Source: an optimization exercise on an open RTL-to-GDS flow (aim: small area, a short achievable clock period and few clock cycles per item). Production flows keep margins and buffers that such runs may drop. At most, simulation tests tie the RTL to the original design; equivalence was not proved. For runs 2 and 3, only the layout was checked, not whether the RTL still works.

==> flow/design.v (outline; a module is shown in full before it is edited, if it fits) <==
// module cordic_park_engine: 2654 lines
module cordic_park_engine #(
  parameter int WIDTH       = 16,
  parameter int ANGLE_WIDTH = 16,
  parameter int ITERATIONS  = 14,
  parameter int GUARD_BITS  = 3,
  parameter int GAIN_BITS   = 15,
  parameter int TAG_WIDTH   = 2
) (
  input  logic                          clk,
  input  logic                          rst,
  input  logic                          in_valid,
  output logic                          in_ready,
  input  logic                          mode,
  input  logic signed [WIDTH-1:0]       in_x,
  input  logic signed [WIDTH-1:0]       in_y,
  input  logic [ANGLE_WIDTH-1:0]        angle,
  input  logic [TAG_WIDTH-1:0]          in_tag,
  output logic                          out_valid,
  input  logic                          out_ready,
  output logic signed [WIDTH-1:0]       out_x,
  output logic signed [WIDTH-1:0]       out_y,
  output logic [TAG_WIDTH-1:0]          out_tag,
  output logic                          busy
);
  // ...
==> flow/run.sh <==
#!/bin/bash
# synth_recipe.tcl (not shown) runs the flow's synth.tcl, then flattens the netlist and writes it again
# the make line also repeats each setting of config.mk as NAME=value (left out here)
make -C /OpenROAD-flow-scripts/flow DESIGN_CONFIG=/design/flow/config.mk WORK_HOME=/design/flow/orfs CLKGATE_MAP_FILE= SYNTH_SCRIPT=/design/flow/synth_recipe.tcl finish
==> flow/config.mk <==
export PLATFORM = sky130hd
export DESIGN_NAME = cordic_park_engine
export DESIGN_NICKNAME = cordic_park_engine
export VERILOG_FILES = /design/flow/design.v
export SDC_FILE = /design/flow/constraint.sdc
export NUM_CORES = 4
export LEC_CHECK = 0
export ABC_CLOCK_PERIOD_IN_PS = 5000
export CAP_MARGIN = 20
export CORE_MARGIN = 2
export CORE_UTILIZATION = 60
export CTS_BUF_LIST = sky130_fd_sc_hd__clkbuf_4 sky130_fd_sc_hd__clkbuf_8
export CTS_CLUSTER_DIAMETER = 50
export CTS_CLUSTER_SIZE = 20
export GPL_ROUTABILITY_DRIVEN = 0
export GPL_TIMING_DRIVEN = 1
export PLACE_DENSITY = 0.72
export SETUP_SLACK_MARGIN = 5
export SLEW_MARGIN = 20
==> flow/constraint.sdc <==
create_clock -name core_clock -period 10.0 [get_ports {clk}]
set_input_delay 2.0000 -clock core_clock [delete_from_list [all_inputs] [get_ports {clk}]]
set_output_delay 2.0000 -clock core_clock [all_outputs]
set_load 0.01 [all_outputs]
==> qor.txt, run 1 <==
Met1 Track Usage GR - 0.291
Main synth FF type - edfxtp_1
Layout Skew - 0.0358 ns
RSZ-0062 raised after global routing - yes
Register area share after synthesis - 0.261
Synthesis Warnings - 2
Synth top cells by count - 989 x inv_1, 679 x ha_1, 581 x fa_1
DRC - 0
Critical path's top delay family - compound AO/OA/AOI/OAI gates
Seq area share - 0.234
Routed wl met3 - 3920 microns
Total negative slack - 0 ns
Initial DRT Pass Iterations - 7
Crit path launch type - flop
Clock Tree Root - clkbuf_8
Leading cell type in the layout, fill and taps excluded - inv_1
Hold Path Stages - 0
Netlist cell types - 91
CTS Buffer Depth - 3
Post-Layout Inst Area - 61700 sq um
Register area - 14500 sq um
Chip Height - 308 microns
Status - timing/DRC/antenna clean
Mux contribution to synthesized area - 0.00918
Synth Area in Simple Gates - 0.0582
Worst Tran Pin Value - 1.04 ns
Antenna fix cells - 1
Worst relative slew slack - 0.292
Post-Route WL - 118000 microns
Origin of the critical flop-to-flop path - p5_q$_DFFE_PN_
Die area - 94900 sq um
Inverter count - 989
Core Util, Final - 0.673
Clk_buf instances - 71
Worst Setup End Kind - flop
Initial DRC Count - 1551
Max-cap violation count - 0
EDFF count, synth - 474
Cell Area, Placed - 57800 sq um
Testbench counts, summed over its fixed seeds: cycles 2,472, items 2,400.
==> run 2, diff against run 1 <==
--- a/flow/design.v
+++ b/flow/design.v
@@ -2218,22 +2218,22 @@
   assign h7x_rb[32] = s_1417;
   assign h7x_ra[33] = s_1419;
   assign h7x_rb[33] = c_1418;
   assign h7x_ra[34] = ~x6_q[20];
   assign h7x_rb[34] = c_1420;
   assign h7x_ra[35] = ~1'b0;
   assign h7x_rb[35] = 1'b0;
   wire [18:0] lo7x = {1'b0, h7x_ra[17:0]} + {1'b0, h7x_rb[17:0]};
-  logic [17:0] ha7x_q, hb7x_q;
+  wire [17:0] hs7x = h7x_ra[35:18] + h7x_rb[35:18];
+  logic [17:0] hs7x_q;
   logic        c7x_q;
   always_ff @(posedge clk) begin
     if (en) begin
-      ha7x_q <= h7x_ra[35:18];
-      hb7x_q <= h7x_rb[35:18];
+      hs7x_q <= hs7x;
       c7x_q  <= lo7x[18];
     end
   end
   wire s_1421 = ~1'b0 ^ y6_q[0];
   wire c_1422 = ~1'b0 & y6_q[0];
   wire s_1423 = ~1'b0 ^ y6_q[0] ^ y6_q[2];
   wire c_1424 = (~1'b0 & y6_q[0]) | (~1'b0 & y6_q[2]) | (y6_q[0] & y6_q[2]);
   wire s_1425 = ~1'b0 ^ y6_q[1] ^ y6_q[3];
@@ -2605,34 +2605,34 @@
   assign h7y_rb[32] = s_1721;
   assign h7y_ra[33] = s_1723;
   assign h7y_rb[33] = c_1722;
   assign h7y_ra[34] = ~y6_q[20];
   assign h7y_rb[34] = c_1724;
   assign h7y_ra[35] = ~1'b0;
   assign h7y_rb[35] = 1'b0;
   wire [18:0] lo7y = {1'b0, h7y_ra[17:0]} + {1'b0, h7y_rb[17:0]};
-  logic [17:0] ha7y_q, hb7y_q;
+  wire [17:0] hs7y = h7y_ra[35:18] + h7y_rb[35:18];
+  logic [17:0] hs7y_q;
   logic        c7y_q;
   always_ff @(posedge clk) begin
     if (en) begin
-      ha7y_q <= h7y_ra[35:18];
-      hb7y_q <= h7y_rb[35:18];
+      hs7y_q <= hs7y;
       c7y_q  <= lo7y[18];
     end
   end
   function automatic logic [15:0] sat18(input logic [17:0] r);
     if (r[17:15] == 3'b000 || r[17:15] == 3'b111) sat18 = r[15:0];
     else if (r[17]) sat18 = 16'h8000;
     else sat18 = 16'h7fff;
   endfunction
-  wire [18:0] r8x = {ha7x_q, 1'b1} + {hb7x_q, c7x_q};
-  wire [18:0] r8y = {ha7y_q, 1'b1} + {hb7y_q, c7y_q};
-  wire [15:0] rx = sat18(r8x[18:1]);
-  wire [15:0] ry = sat18(r8y[18:1]);
+  wire [17:0] r8x = hs7x_q + 18'(c7x_q);
+  wire [17:0] r8y = hs7y_q + 18'(c7y_q);
+  wire [15:0] rx = sat18(r8x);
+  wire [15:0] ry = sat18(r8y);
   logic        ov_q;
   logic [15:0] ox_q, oy_q;
   logic [1:0]  ot_q;
   logic        vin;
   assign en  = !ov_q || out_ready;
   assign vin = v_q[7];
   always_ff @(posedge clk or posedge rst) begin
     if (rst) ov_q <= 1'b0;
--- a/flow/config.mk
+++ b/flow/config.mk
@@ -7,13 +7,11 @@
 export LEC_CHECK = 0
 export ABC_CLOCK_PERIOD_IN_PS = 5000
 export CAP_MARGIN = 20
 export CORE_MARGIN = 2
 export CORE_UTILIZATION = 60
 export CTS_BUF_LIST = sky130_fd_sc_hd__clkbuf_4 sky130_fd_sc_hd__clkbuf_8
 export CTS_CLUSTER_DIAMETER = 50
 export CTS_CLUSTER_SIZE = 20
-export GPL_ROUTABILITY_DRIVEN = 0
-export GPL_TIMING_DRIVEN = 1
 export PLACE_DENSITY = 0.72
 export SETUP_SLACK_MARGIN = 5
 export SLEW_MARGIN = 20
==> run 2 against run 1 <==
Net effect: area after synthesis shrank 0.72%; clock-buffer cell count shrank 1; die area shrank 0.71%; flip-flop and latch count shrank 32; design area shrank 0.26%; critical path type unchanged; critical endpoint is now hs7x_q[16]$_DFFE_PN_.
==> qor.txt, run 2 <==
Slowest CP cell - fa_2
CTS Buffer Depth - 3 (unchanged)
Area share of xor/xnor cells in the synthesized design - 0.144
Initial DRT Pass Iterations - 7 (unchanged)
Top Metal Used - met4
Layout cell share with drive strength beyond 1 - 0.0929
Tmin final - 5.21 ns
DRC - 0 (unchanged)
Main synth FF type - edfxtp_1
Critical R2R Capture - hs7x_q[16]$_DFFE_PN_
Crit path launch type - flop
Max-cap violation count - 0 (unchanged)
Yosys reg bits - 451
CP required - 10.47 ns
Most frequent cells in the layout - 989 x inv_1, 677 x ha_1, 597 x xnor2_1
DIE WIDTH - 307 microns
Vias in the first global route - 37700
Chip Height - 307 microns (-0.36%)
Fill cell count - 7071
Post-Synth Adder-Cell Area - 0.364
Leading cell type in the layout, fill and taps excluded - inv_1
R2R cell count - 19
Floorplan row count - 111
Slew Limit Fails - 0
Post-Route WL - 121000 microns (+2.9%)
Port Buffer Count - 91
Worst relative slew slack - 0.326 (+0.0345)
Total negative slack - 0 ns (unchanged)
CTS buffer count - 67
Largest family of logic cells by synthesized area - adder cells
Area delta synth->final - 11.8%
Via/cell ratio - 5.44
CP bufs+invs - 3
Net Count, Synth - 6643
Area leader, netlist - edfxtp_1
Register area share after synthesis - 0.245 (-0.0156)
Synth top area share - 0.241
Most used cell along the critical path - fa_2
Worst R2R Setup Slack - 4.79 ns
Mux contribution to synthesized area - 0.00845 (-0.000728)
Global-route wire length before repair - 194000 microns
Worst Tran Pin Value - 1.01 ns (-0.0250 ns)
Setup crit start - p6_q$_DFFE_PN_
Netlist cell types - 92 (+1.1%)
Tcrit/Tclk final - 0.521
Status - timing/DRC/antenna clean
Met2 Routed Length - 59600 microns
Antenna-violating nets left - 0
Critical path's top delay family - adder cells
Avg Inst Size Synth - 10.3 sq um
Post-route setup slack - 4.79 ns
Tot GR Track Use - 0.259
Critical Path, Cell by Cell - buf_6, buf_16, xnor2_4, fa_1, fa_2, fa_2, inv_2, fa_2, ha_4, fa_2, a21o_1, a21oi_2, o21bai_2, a211oi_2, o31ai_2, o41ai_2, o21ai_1, a21oi_1, xnor2_1
Setup Crit Path Kind - flop to flop
CP Max Fanout - 6
Hold Crit Class - flop to flop
Synth Area in Compound Gates - 0.103
Synthesis Warnings - 2 (unchanged)
Most common cell in the netlist - inv_1
Layout Skew - 0.0446 ns (+0.00883 ns)
Synth top cells by count - 1007 x inv_1, 692 x ha_1, 615 x xnor2_1
EDFF count, synth - 442 (-6.8%)
Initial antenna violation count - 1
Mapped Area - 55100 sq um
CTS Sinks - 451
Async SR Flop Fraction - 0.0200
Fin. Hold Viols - 0
Origin of the critical flop-to-flop path - p6_q$_DFFE_PN_
Final nets - 6889
Routed wl met3 - 5600 microns (+43%)
CTS tree - done
Fin cells - 6816
RSZ-0062 raised after global routing - yes
Wl on met1 - 52400 microns
Cell count after synthesis - 5327
Initial DRC Count - 2112 (+36%)
Synth Area in Simple Gates - 0.0595 (+0.00124)
Placement Setup Slack - 3.92 ns
Remaining Overflow, GRT - 0
Top post-synthesis cells by area - edfxtp_1 24%, fa_1 21%, ha_1 16%
DR vias - 37100
Clock Tree Root - clkbuf_8
Core Util, Final - 0.675 (+0.00129)
HP Start - t_q[3][1]$_DFFE_PN_
H-tree level count - 3
GPL Wtd Cong - 0.920
WL/cell - 17.8 microns
Slowest cell delay on critical path - 0.57 ns
Clk Latency, worst-skew pair - 0.74 ns
Peak Freq - 192 MHz
Core Area - 91200 sq um
I/O Pins - 92
Placed insts - 6550
Final HPWL DP - 96400 microns
CP arrival - 5.68 ns
Largest net degree at the start of global routing - 81
CP Depth - 19
Die area - 94200 sq um (-0.71%)
Clock slew at reported path FFs - 0.08 ns
Initial core utilization - 0.604
Worst Setup End Kind - flop
# setup viols final - 0
CP Capture Point - hs7x_q[16]$_DFFE_PN_
-- run 2: cell types whose count changed in the layout (fill, tap and decap cells not counted), moves of 19 or more --
cell	delta
xnor2_1	+45
nor3_1	-19
nor2_1	+43
o21ai_1	+47
buf_4	+30
o21ai_0	-24
edfxtp_1	-32
a21oi_1	+21
a21oi_2	-20
-- run 2: cells by family (layout without fill, tap and decap cells) --
| logic type | count (synthesis) | count (layout) |
|---|---|---|
| adders and majority gates | 1263 | 1263 |
| buffers and inverters | 1097 | 1396 |
| xor gates and xnor gates | 906 | 906 |
| AOI/OAI and AO/OA | 879 | 879 |
| and+or+nand+nor | 686 | 688 |
| DFF | 451 | 451 |
| muxes | 45 | 45 |
| other | 0 | 2 |
-- run 2: per-stage QoR --
step           hold slack (ns)  area [sq um]
6_report                 0.421         61600
5_1_grt                  0.432         61600
4_1_cts                  0.423         60300
3_5_place_dp             0.405         57700
3_3_place_gp             0.401         57700
2_1_floorplan            0.400         55400
-- run 2: how the worst min path moves through the flow --
| stage | cells after the start | endpoint | slack, ns |
|---|---|---|---|
| floorplan | 0 | ot_q[0]$_DFFE_PP_ | 0.40 |
| global placement | 0 | t_q[4][1]$_DFFE_PN_ | 0.40 |
| detailed placement | 0 | t_q[2][1]$_DFFE_PN_ | 0.40 |
| CTS | 0 | t_q[3][0]$_DFFE_PN_ | 0.42 |
| global route | 0 | t_q[6][0]$_DFFE_PN_ | 0.43 |
| finish | 0 | t_q[4][1]$_DFFE_PN_ | 0.42 |
-- run 2: layout make-up --
cell class / count / area (sq um) / area share
multi-input cells: 3781 / 38700 / 0.628
inverters: 1010 / 3810 / 0.0619
diodes: 2 / 5.00 / 0.0000813
well taps: 1186 / 1480 / 0.0241
flip-flops and latches: 451 / 13500 / 0.219
clock buffers: 70 / 957 / 0.0155
clock inverters: 54 / 576 / 0.00935
repair buffers: 262 / 2560 / 0.0416
-- run 2: metal layers --
layer	up-vias	GRT usage
li1	18000	-
met4	0	0.0847
met1	18200	0.339
met2	771	0.445
met5	-	0
met3	188	0.0336
-- run 2: what timing repair did --
action	CTS	global route
pin swaps	25	84
hold buffers	0	0
cloned	6	5
setup endpoints to repair	106	78
setup buffers	66	63
gates resized for setup	93	138
==> run 3, diff against run 2 <==
--- a/flow/config.mk
+++ b/flow/config.mk
@@ -9,9 +9,9 @@
 export CAP_MARGIN = 20
 export CORE_MARGIN = 2
 export CORE_UTILIZATION = 60
-export CTS_BUF_LIST = sky130_fd_sc_hd__clkbuf_4 sky130_fd_sc_hd__clkbuf_8
-export CTS_CLUSTER_DIAMETER = 50
-export CTS_CLUSTER_SIZE = 20
+export CTS_BUF_LIST = sky130_fd_sc_hd__clkbuf_8 sky130_fd_sc_hd__clkbuf_16
+export CTS_CLUSTER_DIAMETER = 100
+export CTS_CLUSTER_SIZE = 30
 export PLACE_DENSITY = 0.72
 export SETUP_SLACK_MARGIN = 5
 export SLEW_MARGIN = 20
==> run 3 against run 2 <==
Net effect: still clean; non-clock buffer count rose by 36; clock-buffer cell count shrank 43; critical path depth stayed put; design area barely moved; synthesized cell count is the same; flip-flop and latch count unchanged.
==> qor.txt, run 3 <==
Clock slew at reported path FFs - 0.10 ns (+0.02 ns)
Die area - 94200 sq um (unchanged)
Synth top cells by count - 1007 x inv_1, 692 x ha_1, 615 x xnor2_1
CTS buffer count - 27 (-60%)
Chip Height - 307 microns (unchanged)
Layout cell share with drive strength beyond 1 - 0.0907 (-0.00221)
Critical path's top delay family - adder cells
Leading cell type in the layout, fill and taps excluded - inv_1
Top post-synthesis cells by area - edfxtp_1 24%, fa_1 21%, ha_1 16%
Most frequent cells in the layout - 988 x inv_1, 672 x ha_1, 596 x xnor2_1
Port Buffer Count - 91 (unchanged)
# setup viols final - 0 (unchanged)
Mapped Area - 55100 sq um (unchanged)
Vias in the first global route - 37300 (-1.1%)
Slowest CP cell - fa_2
Tmin final - 5.19 ns (-0.0133 ns)
Tcrit/Tclk final - 0.519 (-0.00133)
Final nets - 6885 (-0.058%)
Top Metal Used - met4
Floorplan row count - 111 (unchanged)
Largest family of logic cells by synthesized area - adder cells
Post-CTS Hold Buffers - 0 (unchanged)
Post-Route WL - 122000 microns (+0.66%)
Met2 Routed Length - 61000 microns (+2.4%)
Placed insts - 6550 (unchanged)
Fin cells - 6775 (-0.60%)
Peak Freq - 193 MHz (+0.26%)
Layout Skew - 0.0232 ns (-0.0214 ns)
Setup Crit Path Kind - flop to flop
Remaining Overflow, GRT - 0 (unchanged)
CTS Sinks - 451 (unchanged)
Slowest cell delay on critical path - 0.53 ns (-0.04 ns)
Post-Synth Adder-Cell Area - 0.364 (unchanged)
CTS tree - done
Clk Latency, worst-skew pair - 0.63 ns (-0.11 ns)
Initial core utilization - 0.604 (unchanged)
CP bufs+invs - 3 (unchanged)
Critical Path, Cell by Cell - buf_6, buf_16, xnor2_4, fa_1, fa_2, fa_2, inv_2, fa_2, ha_4, fa_2, a21o_1, a21oi_2, o21bai_2, a211oi_2, o31ai_2, o41ai_2, o21bai_1, a21oi_2, xnor2_1
Synth top area share - 0.241 (unchanged)
Core Util, Final - 0.674 (about the same)
Synth Area in Compound Gates - 0.103 (unchanged)
Via/cell ratio - 5.47 (+0.43%)
Area leader, netlist - edfxtp_1
DRC - 0 (unchanged)
Hold Crit Class - flop to flop
WL/cell - 18.0 microns (+1.3%)
Fill cell count - 6994 (-1.1%)
RSZ-0062 raised after global routing - yes
Slew Limit Fails - 0 (unchanged)
Total negative slack - 0 ns (unchanged)
Clock Tree Root - clkbuf_16
GPL Wtd Cong - 0.920 (unchanged)
CTS Buffer Depth - 3 (unchanged)
Mux contribution to synthesized area - 0.00845 (unchanged)
H-tree level count - 1 (-2)
Antenna fix cells - 0 (-2)
Area share of xor/xnor cells in the synthesized design - 0.144 (unchanged)
Synthesis Warnings - 2 (unchanged)
Worst relative slew slack - 0.330 (+0.00407)
Final HPWL DP - 96400 microns (unchanged)
Status - timing/DRC/antenna clean
CP Max Fanout - 6 (unchanged)
Worst Setup End Kind - flop
Most used cell along the critical path - fa_2
EDFF count, synth - 442 (unchanged)
Initial DRC Count - 2130 (+0.85%)
Yosys reg bits - 451 (unchanged)
WHS - 0.425 ns (+0.00310 ns)
Avg Inst Size Synth - 10.3 sq um (unchanged)
Fin. Hold Viols - 0 (unchanged)
Worst R2R Setup Slack - 4.81 ns (about the same)
Area delta synth->final - 11.7% (about the same)
Routed wl met3 - 5270 microns (-5.9%)
I/O Pins - 92 (unchanged)
Largest net degree at the start of global routing - 81 (unchanged)
Antenna-violating nets left - 0 (unchanged)
Register area share after synthesis - 0.245 (unchanged)
Worst Tran Pin Value - 1.00 ns (-0.00611 ns)
Main synth FF type - edfxtp_1
Initial antenna violation count - 0 (-1)
Global-route wire length before repair - 192000 microns (-0.67%)
Netlist cell types - 92 (unchanged)
Tot GR Track Use - 0.255 (-0.00362)
Max-cap violation count - 0 (unchanged)
Crit path launch type - flop
Most common cell in the netlist - inv_1
Async SR Flop Fraction - 0.0200 (unchanged)
Cell count after synthesis - 5327 (unchanged)
CP arrival - 5.58 ns (-0.10 ns)
DIE WIDTH - 307 microns (unchanged)
Synth Area in Simple Gates - 0.0595 (unchanged)
CP required - 10.39 ns (-0.08 ns)
Wl on met1 - 52600 microns (+0.31%)
Core Area - 91200 sq um (unchanged)
DR vias - 37000 (-0.18%)
Net Count, Synth - 6643 (unchanged)
Initial DRT Pass Iterations - 7 (unchanged)
## run 3: cell counts after synthesis
Identical to the previous run, type by type.
## run 3: worst paths after layout
path / start / to / depth (start not counted)
worst max-delay path: p6_q$_DFFE_PN_ / hs7x_q[14]$_DFFE_PN_ / 19
worst min-delay path: t_q[4][1]$_DFFE_PN_ / t_q[5][1]$_DFFE_PN_ / 0
worst max register to register: p6_q$_DFFE_PN_ / hs7x_q[14]$_DFFE_PN_ / 19
worst min register to register: t_q[4][1]$_DFFE_PN_ / t_q[5][1]$_DFFE_PN_ / 0
max in group asynchronous: rst / v_q[5]$_DFFE_PP0N_ / 3
min in group asynchronous: rst / v_q[7]$_DFFE_PP0N_ / 3
## run 3: logic make-up after synthesis
| family | after synthesis |
|---|---|
| adders and majority gates | 1263 |
| buffers and inverters | 1097 |
| xor gates and xnor gates | 906 |
| AOI/OAI and AO/OA | 879 |
| and+or+nand+nor | 686 |
| DFF | 451 |
| muxes | 45 |
## run 3: stage by stage
step / worst slack, ns / cell area (sq um)
after CTS: 4.84 / 59900
after global placement: 4.03 / 57700
after global routing: 4.56 / 61500
final: 4.81 / 61500
after detailed placement: 3.92 / 57700
after floorplan: 4.46 / 55400
## run 3: layout make-up
cell class / instances / area, sq um / share of cell area
Clock buffer: 27 / 676 / 0.0110
Clock inverter: 22 / 287 / 0.00466
Inverter: 1010 / 3810 / 0.0620
Multi-Input combinational cell: 3781 / 38800 / 0.631
Sequential cell: 451 / 13500 / 0.219
Tap cell: 1186 / 1480 / 0.0241
Timing Repair Buffer: 298 / 2920 / 0.0474
## run 3: timing repair
item / in CTS / in global routing
cloned: 7 / 5
setup buffers: 70 / 94
resized for setup: 97 / 167
endpoints found under the setup margin: 108 / 75
pin swaps: 27 / 119
## run 3: worst reg2reg max path, stage by stage (launching register included)
cell      delay, ns
edfxtp_1       0.51
buf_6          0.18
buf_16         0.13
xnor2_4        0.24
fa_1           0.48
fa_2           0.40
fa_2           0.53
inv_2          0.04
fa_2           0.34
ha_4           0.17
fa_2           0.34
a21o_1         0.19
a21oi_2        0.16
o21bai_2       0.09
a211oi_2       0.27
o31ai_2        0.13
o41ai_2        0.39
o21bai_1       0.15
a21oi_2        0.15
xnor2_1        0.07
## run 3: per-layer routing
| metal | GRT usage | vias to the layer above |
|---|---|---|
| met3 | 0.0241 | 178 |
| li1 | - | 18000 |
| met2 | 0.450 | 732 |
| met5 | 0 | - |
| met1 | 0.340 | 18200 |
| met4 | 0.0610 | 0 |

-- afterwards: timing with drivers on the ports --
No port has a modelled driver above. Below, the same layouts with a new extraction and two added sets of constraints.
Step 1, drivers: a clkbuf_16 drives clk and a buf_2 each remaining input, both assumed.
Step 2, shift: input delay + t, output delay - t, t = (earliest + latest rising clock arrival at the registers) / 2. This alone moves slack from input paths to output paths.
Slacks: ideal ports / drivers / drivers and shift; pairs: ideal ports / drivers.
run	shift t [ns]	setup slack, ns	hold WS [ns]	clock arrival spread, ns
run 1	0.756	5.025 / 5.006 / 4.471	0.427 / 0.427 / 0.427	0.046 / 0.045
run 2	0.791	4.794 / 4.794 / 4.420	0.421 / 0.421 / 0.421	0.045 / 0.045
run 3	0.691	4.808 / 4.808 / 4.547	0.425 / 0.425 / 0.425	0.025 / 0.024
After both steps setup and hold are still met in every run listed. The setup slack of run 1, which loses most, moves by -0.019 ns with the drivers and by -0.554 ns with both steps.
